This is an optimization exercise on Yosys and OpenROAD, whose aim is a short achievable clock period and few clock cycles, not a production implementation. Only simulation tests tie the RTL to the original design; equivalence was not proved. Power figures rest on the tool's default switching activity, not on a simulated workload.

==> 01-15 <==
## dma_apb_top
module dma_apb_top (
  input  logic                   aclk,
  input  logic                   i_rst,
  input  logic                   i_desc_valid,
  output logic                   o_desc_ready,
  input  logic                   i_desc_to_periph,
  input  logic                   i_desc_sel,
  input  logic [6-1:0] i_desc_addr,
  input  logic [4-1:0] i_desc_len,
  input  logic [4-1:0]  i_desc_id,
  output logic                   o_resp_valid,
  input  logic                   i_resp_ready,
  output logic [4-1:0]  o_resp_id,
  input  logic                   i_mem_we,
  input  logic [6-1:0] i_mem_addr,
  input  logic [32-1:0] i_mem_wdata,
  input  logic [8-1:0]   i_switch,
  output logic [16-1:0] o_leds
);
==> module dma_apb_top, before the edit <==
module dma_apb_top (
  input  logic                   aclk,
  input  logic                   i_rst,
  input  logic                   i_desc_valid,
  output logic                   o_desc_ready,
  input  logic                   i_desc_to_periph,
  input  logic                   i_desc_sel,
  input  logic [6-1:0] i_desc_addr,
  input  logic [4-1:0] i_desc_len,
  input  logic [4-1:0]  i_desc_id,
  output logic                   o_resp_valid,
  input  logic                   i_resp_ready,
  output logic [4-1:0]  o_resp_id,
  input  logic                   i_mem_we,
  input  logic [6-1:0] i_mem_addr,
  input  logic [32-1:0] i_mem_wdata,
  input  logic [8-1:0]   i_switch,
  output logic [16-1:0] o_leds
);
  localparam int AW = 6;
  localparam int HW = 16;
  localparam int DW = 32;
  localparam int QD = 4;
  logic [15:0] q [QD];   
  logic [1:0]  q_wp, q_rp;
  logic [2:0]  q_cnt;
  logic        q_push, q_pop;
  assign o_desc_ready = (q_cnt != 3'd4);
  assign q_push = i_desc_valid && o_desc_ready;
  always_ff @(posedge aclk) begin
    if (q_push) q[q_wp] <= {i_desc_to_periph, i_desc_sel, i_desc_addr, i_desc_len, i_desc_id};
    if (i_rst) begin
      q_wp  <= '0;
      q_rp  <= '0;
      q_cnt <= '0;
    end else begin
      if (q_push) q_wp <= q_wp + 1'b1;
      if (q_pop)  q_rp <= q_rp + 1'b1;
      q_cnt <= q_cnt + {2'b00, q_push} - {2'b00, q_pop};
    end
  end
  logic [DW-1:0] mem [2**AW];
  logic [HW-1:0] led_r;
  logic          busy;
  logic          tp, sel, half;
  logic [AW-1:0] addr;
  logic [3:0]    left;        
  logic [3:0]    id;
  logic          resp_v;
  logic [3:0]    resp_id;
  logic [DW-1:0] cur;
  logic          last_step;   
  logic          can_done;    
  logic [HW-1:0] wval;
  logic          one_step;    
  logic [2**AW-1:0] eqw;      
  logic [2**AW-1:0] wmask;    
  logic [2**AW-1:0] n_wmask;
  logic [AW-1:0]    n_a;
  logic [3:0]       n_lm1;
  assign cur      = mem[addr];
  assign can_done = !resp_v || i_resp_ready;
  assign one_step  = eqw[addr];
  assign last_step = busy && (!tp || sel || ((left == 4'd0) && (half || one_step)));
  assign n_a   = q[q_rp][13:8];
  assign n_lm1 = q[q_rp][7:4] - 4'd1;
  always_comb begin
    for (int i = 0; i < 2**AW; i++) begin
      logic [AW-1:0] off;
      off = AW'(i) - n_a;
      n_wmask[i] = (off[5:4] == 2'b00) && (off[3:0] <= n_lm1);
    end
  end
  assign q_pop    = (q_cnt != 3'd0) && (!busy || (last_step && can_done));
  assign wval     = sel ? {{(HW-8){1'b0}}, i_switch} : led_r;
  always_ff @(posedge aclk) begin
    if (i_rst) begin
      busy   <= 1'b0;
      resp_v <= 1'b0;
      led_r  <= '0;
    end else begin
      if (resp_v && i_resp_ready) resp_v <= 1'b0;
      if (busy && !(last_step && !can_done)) begin
        if (tp && !sel) led_r <= half ? cur[DW-1:HW] : cur[HW-1:0];
        if (tp && !sel && !half && !one_step) begin
          half <= 1'b1;
        end else begin
          half <= 1'b0;
          addr <= addr + 1'b1;
          left <= left - 1'b1;
        end
        if (last_step) begin
          resp_v  <= 1'b1;
          resp_id <= id;
          busy    <= 1'b0;
        end
      end
      if (q_pop) begin
        busy <= 1'b1;
        {tp, sel, addr} <= q[q_rp][15:8];
        left <= q[q_rp][7:4] - 4'd1;
        id   <= q[q_rp][3:0];
        half <= 1'b0;
        wmask <= n_wmask;
      end
    end
  end
  always_ff @(posedge aclk) begin
    if (i_mem_we) begin
      mem[i_mem_addr] <= i_mem_wdata;
      eqw[i_mem_addr] <= (i_mem_wdata[HW-1:0] == i_mem_wdata[DW-1:HW]);
    end else if (busy && !tp && can_done) begin
      for (int i = 0; i < 2**AW; i++) if (wmask[i]) begin
        mem[i] <= {wval, wval};
        eqw[i] <= 1'b1;
      end
    end
  end
  assign o_leds       = led_r;
  assign o_resp_valid = resp_v;
  assign o_resp_id    = resp_id;
endmodule
clock: 5.0 ns
lec_check: 0
cap_margin: 20
core_margin: 2
core_utilization: 40
setup_slack_margin: 1.5
slew_margin: 20
run.sh (not shown) runs the stock make flow with config.mk's settings and CLKGATE_MAP_FILE= SYNTH_SCRIPT=/design/flow/synth_recipe.tcl, a recipe that flattens the netlist after the stock synthesis.
==> inputs of 09-28, as changes to 01-15 <==
--- a/flow/design.v
+++ b/flow/design.v
@@ -52,25 +52,9 @@
   logic          last_step;   
   logic          can_done;    
   logic [HW-1:0] wval;
-  logic          one_step;    
-  logic [2**AW-1:0] eqw;      
-  logic [2**AW-1:0] wmask;    
-  logic [2**AW-1:0] n_wmask;
-  logic [AW-1:0]    n_a;
-  logic [3:0]       n_lm1;
   assign cur      = mem[addr];
   assign can_done = !resp_v || i_resp_ready;
-  assign one_step  = eqw[addr];
-  assign last_step = busy && (!tp || sel || ((left == 4'd0) && (half || one_step)));
-  assign n_a   = q[q_rp][13:8];
-  assign n_lm1 = q[q_rp][7:4] - 4'd1;
-  always_comb begin
-    for (int i = 0; i < 2**AW; i++) begin
-      logic [AW-1:0] off;
-      off = AW'(i) - n_a;
-      n_wmask[i] = (off[5:4] == 2'b00) && (off[3:0] <= n_lm1);
-    end
-  end
+  assign last_step = busy && (left == 4'd0) && (!tp || sel || half);
   assign q_pop    = (q_cnt != 3'd0) && (!busy || (last_step && can_done));
   assign wval     = sel ? {{(HW-8){1'b0}}, i_switch} : led_r;
   always_ff @(posedge aclk) begin
@@ -82,7 +66,7 @@
       if (resp_v && i_resp_ready) resp_v <= 1'b0;
       if (busy && !(last_step && !can_done)) begin
         if (tp && !sel) led_r <= half ? cur[DW-1:HW] : cur[HW-1:0];
-        if (tp && !sel && !half && !one_step) begin
+        if (tp && !sel && !half) begin
           half <= 1'b1;
         end else begin
           half <= 1'b0;
@@ -101,19 +85,14 @@
         left <= q[q_rp][7:4] - 4'd1;
         id   <= q[q_rp][3:0];
         half <= 1'b0;
-        wmask <= n_wmask;
       end
     end
   end
   always_ff @(posedge aclk) begin
     if (i_mem_we) begin
       mem[i_mem_addr] <= i_mem_wdata;
-      eqw[i_mem_addr] <= (i_mem_wdata[HW-1:0] == i_mem_wdata[DW-1:HW]);
-    end else if (busy && !tp && can_done) begin
-      for (int i = 0; i < 2**AW; i++) if (wmask[i]) begin
-        mem[i] <= {wval, wval};
-        eqw[i] <= 1'b1;
-      end
+    end else if (busy && !tp && !(last_step && !can_done)) begin
+      mem[addr] <= {wval, wval};
     end
   end
   assign o_leds       = led_r;
- SETUP_SLACK_MARGIN: 1.5 -> not set
==> notes.md <==
Sequential cell area fraction in the yosys report: 09-28 76.65%; 01-15 60.24%
Routed length on met3: 09-28 19,310 um; 01-15 49,720 um
Final WL: 09-28 231,800 um; 01-15 391,600 um
Sw power: 09-28 16.90 mW; 01-15 28.93 mW
Compound-gate portion of the synthesized area: 09-28 3.091%; 01-15 12.12%
Die area: 09-28 0.2148 mm2; 01-15 0.2888 mm2
Setup repair bufs after CTS: 09-28 0; 01-15 24
Layout multi-input combinational cell count: 09-28 1,471; 01-15 6,140
Post-Place Setup Slack: 09-28 0.4269 ns; 01-15 0.6806 ns
Total power of the final layout: 09-28 52.46 mW; 01-15 74.03 mW
Row Count: 09-28 168; 01-15 195
Standard cell core area: 09-28 0.2098 mm2; 01-15 0.2825 mm2
Cell area power density: 09-28 540.7 mW/mm2; 01-15 577.0 mW/mm2
Sequential power: 09-28 21.7 mW; 01-15 25.9 mW
Vias in the first global route: 09-28 41,510; 01-15 75,480
CLK BUF: 09-28 279; 01-15 297
Top fanout value on the critical path: 09-28 35; 01-15 17
Reg area: 09-28 0.06473 mm2; 01-15 0.06857 mm2
WP data arrival: 09-28 4.71 ns; 01-15 4.37 ns
Mux contribution to synthesized area: 09-28 15.69%; 01-15 12.31%
Run status: 09-28 timing/DRC/antenna clean; 01-15 timing/DRC/antenna clean
Height of the die: 09-28 463.4 um; 01-15 537.4 um
Share of layout cells above drive strength 1: 09-28 26.58%; 01-15 17.04%
Area of the multi-input gates: 09-28 0.01858 mm2; 01-15 0.04160 mm2
Testbench counts of 01-15, summed over its fixed seeds: cycles 4,748.
Testbench counts of 09-28, summed over its fixed seeds: cycles 11,706.

[afterwards: timing with drivers on the ports]
The flow's constraints put no driver on any port. The routed layouts listed below were extracted and timed again, unchanged, in two steps.
Step 1 assumes that a clkbuf_16 drives the clock port and a buf_2 every other input.
Step 2 times the ports against the registers' clock, not the clock port: input delays grow and output delays shrink by t, the midpoint of the rising clock arrivals with the driver on.
Slacks: ideal ports / drivers / drivers and shift; pairs: ideal ports / drivers.
run	t, ns	slack for setup (ns)	clock arrival spread, ns	worst register clock-pin slew, ns	pins driven straight from the clock port
01-15	0.970	1.477 / 1.477 / 0.697	0.121 / 0.121	0.07 / 0.07	1
09-28	0.915	1.019 / 1.019 / 0.309	0.051 / 0.052	0.06 / 0.06	1
After both steps setup and hold are still met in every run listed. The setup slack of 01-15, which loses most, moves by 0.000 ns with the drivers and by -0.780 ns with both steps.
